From an optimization exercise on the open Yosys and OpenROAD flow, aimed at small area, a short achievable clock period and few clock cycles per item; shortcuts taken in it are not production practice.
Function was checked by simulation only, so behaviour that the tests miss may differ from the original.

==> build 18: inputs <==
==> flow/design.v (excerpt) <==
module classifier_top (
  input wire clk,
  input wire rst,
  input wire [15:0] data_in0,
  input wire [15:0] data_in1,
  input wire [15:0] data_in2,
  input wire [15:0] data_in3,
  input wire [15:0] data_in4,
  input wire [15:0] data_in5,
  input wire [15:0] data_in6,
  input wire [15:0] data_in7,
  input wire [15:0] data_in8,
  input wire [15:0] data_in9,
  input wire [15:0] data_in10,
  input wire [15:0] data_in11,
  input wire [15:0] data_in12,
  input wire [15:0] data_in13,
  input wire [15:0] data_in14,
  input wire [15:0] data_in15,
  input wire in_valid,
  output logic in_ready,
  output logic signed [39:0] score,
  output logic [1:0] score_class,
  output logic score_valid,
  output logic score_last,
  output logic [1:0] best_class,
  input wire score_ready
);
Settings: LEC_CHECK=0, CAP_MARGIN=20, CORE_MARGIN=2, CORE_UTILIZATION=55, CTS_CLUSTER_DIAMETER=60, CTS_CLUSTER_SIZE=25, SETUP_SLACK_MARGIN=5, SLEW_MARGIN=20; clock period 9.0 ns.
standard.sh (not shown) runs the stock make flow with config.mk's settings and CLKGATE_MAP_FILE= SYNTH_SCRIPT=/design/flow/synth_recipe.tcl, a recipe that flattens the netlist after the stock synthesis.
==> flow/flow/run.sh <==
#!/bin/bash
set -euo pipefail
export BUFFER_PORTS_ARGS="-buffer_cell sky130_fd_sc_hd__buf_1"
sed -e 's/SETUP_SLACK_MARGIN=5 /SETUP_SLACK_MARGIN=6.1 /' standard.sh > standard_margin.sh
grep -q 'SETUP_SLACK_MARGIN=6.1 ' standard_margin.sh
bash standard_margin.sh > flow.log 2>&1
==> build 45: changes against build 18 <==
==> flow/flow/run.sh (replaced) <==
#!/bin/bash
set -euo pipefail
export BUFFER_PORTS_ARGS="-buffer_cell sky130_fd_sc_hd__buf_1"
sed -e 's/SETUP_SLACK_MARGIN=5 /SETUP_SLACK_MARGIN=5.8 /' standard.sh > standard_margin.sh
grep -q 'SETUP_SLACK_MARGIN=5.8 ' standard_margin.sh
bash standard_margin.sh > flow.log 2>&1
CORE_UTILIZATION = 65   (was 55)
==> notes <==
- Build 45 ran to the end with no violations. Build 18 completed with no timing, DRC or antenna violations.
- Utilization: build 45 is higher than build 18 (9.4 points).
- In build 45 the routed wire length is smaller than in build 18, by 4.4%.
- Between build 18 and build 45, the lower sequential share of layout area is in build 18 (gap 0.93 points).
- Between build 18 and build 45, the lower worst hold slack is in build 18 (gap 0.0066 ns).
==> figures <==
| quantity | build 45 | build 18 |
|---|---|---|
| Outcome | finished clean | finished clean |
| # Post-CTS Setup Buffers | 8 | 20 |
| Clock period minus worst slack | 3.23 ns | 3.19 ns |
| Layout-to-synthesis area ratio | 1.097x | 1.125x |
| Area of the core region | 0.0833 mm2 | 0.0983 mm2 |
| Post-Place Cells | 6,306 | 6,511 |
| Slowest-stage cell, CP | sky130_fd_sc_hd__fa_1 | sky130_fd_sc_hd__edfxtp_1 |
| Max Freq | 310 MHz | 314 MHz |
Testbench counts of build 18, summed over its fixed seeds: cycles 832, frames 192.
Testbench counts of build 45, summed over its fixed seeds: cycles 832, frames 192.

========
==> run M: inputs <==
Another version of the RTL of classifier_top (not shown whole).
// classifier_top
module classifier_top (
  input wire clk,
  input wire rst,
  input wire [15:0] data_in0,
  input wire [15:0] data_in1,
  input wire [15:0] data_in2,
  input wire [15:0] data_in3,
  input wire [15:0] data_in4,
  input wire [15:0] data_in5,
  input wire [15:0] data_in6,
  input wire [15:0] data_in7,
  input wire [15:0] data_in8,
  input wire [15:0] data_in9,
  input wire [15:0] data_in10,
  input wire [15:0] data_in11,
  input wire [15:0] data_in12,
  input wire [15:0] data_in13,
  input wire [15:0] data_in14,
  input wire [15:0] data_in15,
  input wire in_valid,
  output logic in_ready,
  output logic signed [39:0] score,
  output logic [1:0] score_class,
  output logic score_valid,
  output logic score_last,
  output logic [1:0] best_class,
  input wire score_ready
);
==> flow/config.mk <==
export PLATFORM = sky130hd
export DESIGN_NAME = classifier_top
export DESIGN_NICKNAME = classifier_top
export VERILOG_FILES = /design/flow/design.v
export SDC_FILE = /design/flow/constraint.sdc
export NUM_CORES = 4
export LEC_CHECK = 0
export ABC_CLOCK_PERIOD_IN_PS = 4000
export CAP_MARGIN = 20
export CORE_MARGIN = 2
export CORE_UTILIZATION = 35
export SETUP_SLACK_MARGIN = 5
export SLEW_MARGIN = 20
==> flow/constraint.sdc <==
create_clock -name core_clock -period 9.0 [get_ports {clk}]
set_input_delay 1.8000 -clock core_clock [delete_from_list [all_inputs] [get_ports {clk}]]
set_output_delay 1.8000 -clock core_clock [all_outputs]
set_load 0.01 [all_outputs]
run.sh (not shown) runs the stock make flow with config.mk's settings and CLKGATE_MAP_FILE= SYNTH_SCRIPT=/design/flow/synth_recipe.tcl, a recipe that flattens the netlist after the stock synthesis.
Stock flow here: none of the scripts above is used.
==> inputs of run R, as changes to run M <==
--- a/flow/config.mk
+++ b/flow/config.mk
@@ -7,3 +7,2 @@
 export LEC_CHECK = 0
-export ABC_CLOCK_PERIOD_IN_PS = 4000
 export CAP_MARGIN = 20
@@ -11,3 +10,2 @@
 export CORE_UTILIZATION = 35
-export SETUP_SLACK_MARGIN = 5
 export SLEW_MARGIN = 20
==> comparison table <==
item                                                                                 run M                    run R
Run status                                                         complete, no violations  complete, no violations
Count of TritonRoute iterations in the first routing pass                                7                        5
Max Clock Skew                                                                     63.0 ps                  54.2 ps
Register area                                                                 22,700 sq um             22,600 sq um
Setup WS post-layout                                                               4820 ps                  4350 ps
Number of antenna violations at the first check in global routing                        1                        6
Logic depth of the worst path, buffers included                                         12                        7
# placed instances                                                                   6,833                    6,834
Number of clock buffers in the layout                                                  165                      152
Launch point of the critical path                                               hold[3][6]              score_ready
Routed WL per cell                                                                 19.9 um                  19.8 um
DR WL met3                                                                         8220 um                  7630 um
Setup slack after placement                                                        4480 ps                  3580 ps
Time the final worst path needs with I/O delays and setup                          4180 ps                  4650 ps
Non-clock buffer area fraction after layout                                         0.0538                   0.0549
Antenna fix cells                                                                        3                        2
Relative max-transition margin                                                       0.249                    0.273
Post-CTS Resized                                                                        51                        0
Register share of the cell area                                                      0.373                    0.375
Global routing met1 resource utilization                                             0.284                    0.280
Final clock-cell share                                                              0.0644                   0.0631
Testbench counts of run M, summed over its fixed seeds: cycles 824, frames 192.
Testbench counts of run R, summed over its fixed seeds: cycles 824, frames 192.

==> afterwards: timing with drivers on the ports <==
The flow's constraints put no driver on any port. The routed layouts listed below were extracted and timed again, unchanged, in two steps.
Step 1 (the two cells are an assumption about what drives the block):
set clk [get_ports {clk}]
set_driving_cell -lib_cell sky130_fd_sc_hd__clkbuf_16 $clk
set_driving_cell -lib_cell sky130_fd_sc_hd__buf_2 [delete_from_list [all_inputs] $clk]
Step 2 times the ports against the registers' clock, not the clock port: input delays grow and output delays shrink by t, the midpoint of the rising clock arrivals with the driver on.
Three values: ideal ports, drivers, drivers and shift; two values: the first two.
run	t (ns)	slack for setup (ns)	worst hold slack (ns)	worst register clock-pin slew, ns	worst slew at a driven data input, ns
build 18	0.754	5.814 / 5.741 / 5.532	0.350 / 0.350 / 0.350	0.09 / 0.09	0.07
build 45	0.736	5.774 / 5.740 / 5.391	0.356 / 0.356 / 0.356	0.10 / 0.10	0.07
run M	0.814	4.825 / 4.825 / 4.506	0.408 / 0.408 / 0.408	0.07 / 0.07	0.08
run R	0.797	4.348 / 4.392 / 3.595	0.414 / 0.414 / 0.414	0.07 / 0.07	0.08
After both steps setup and hold are still met in every run listed. For run R, which loses most, drivers alone change the setup slack by +0.044 ns; drivers and shift together by -0.753 ns.
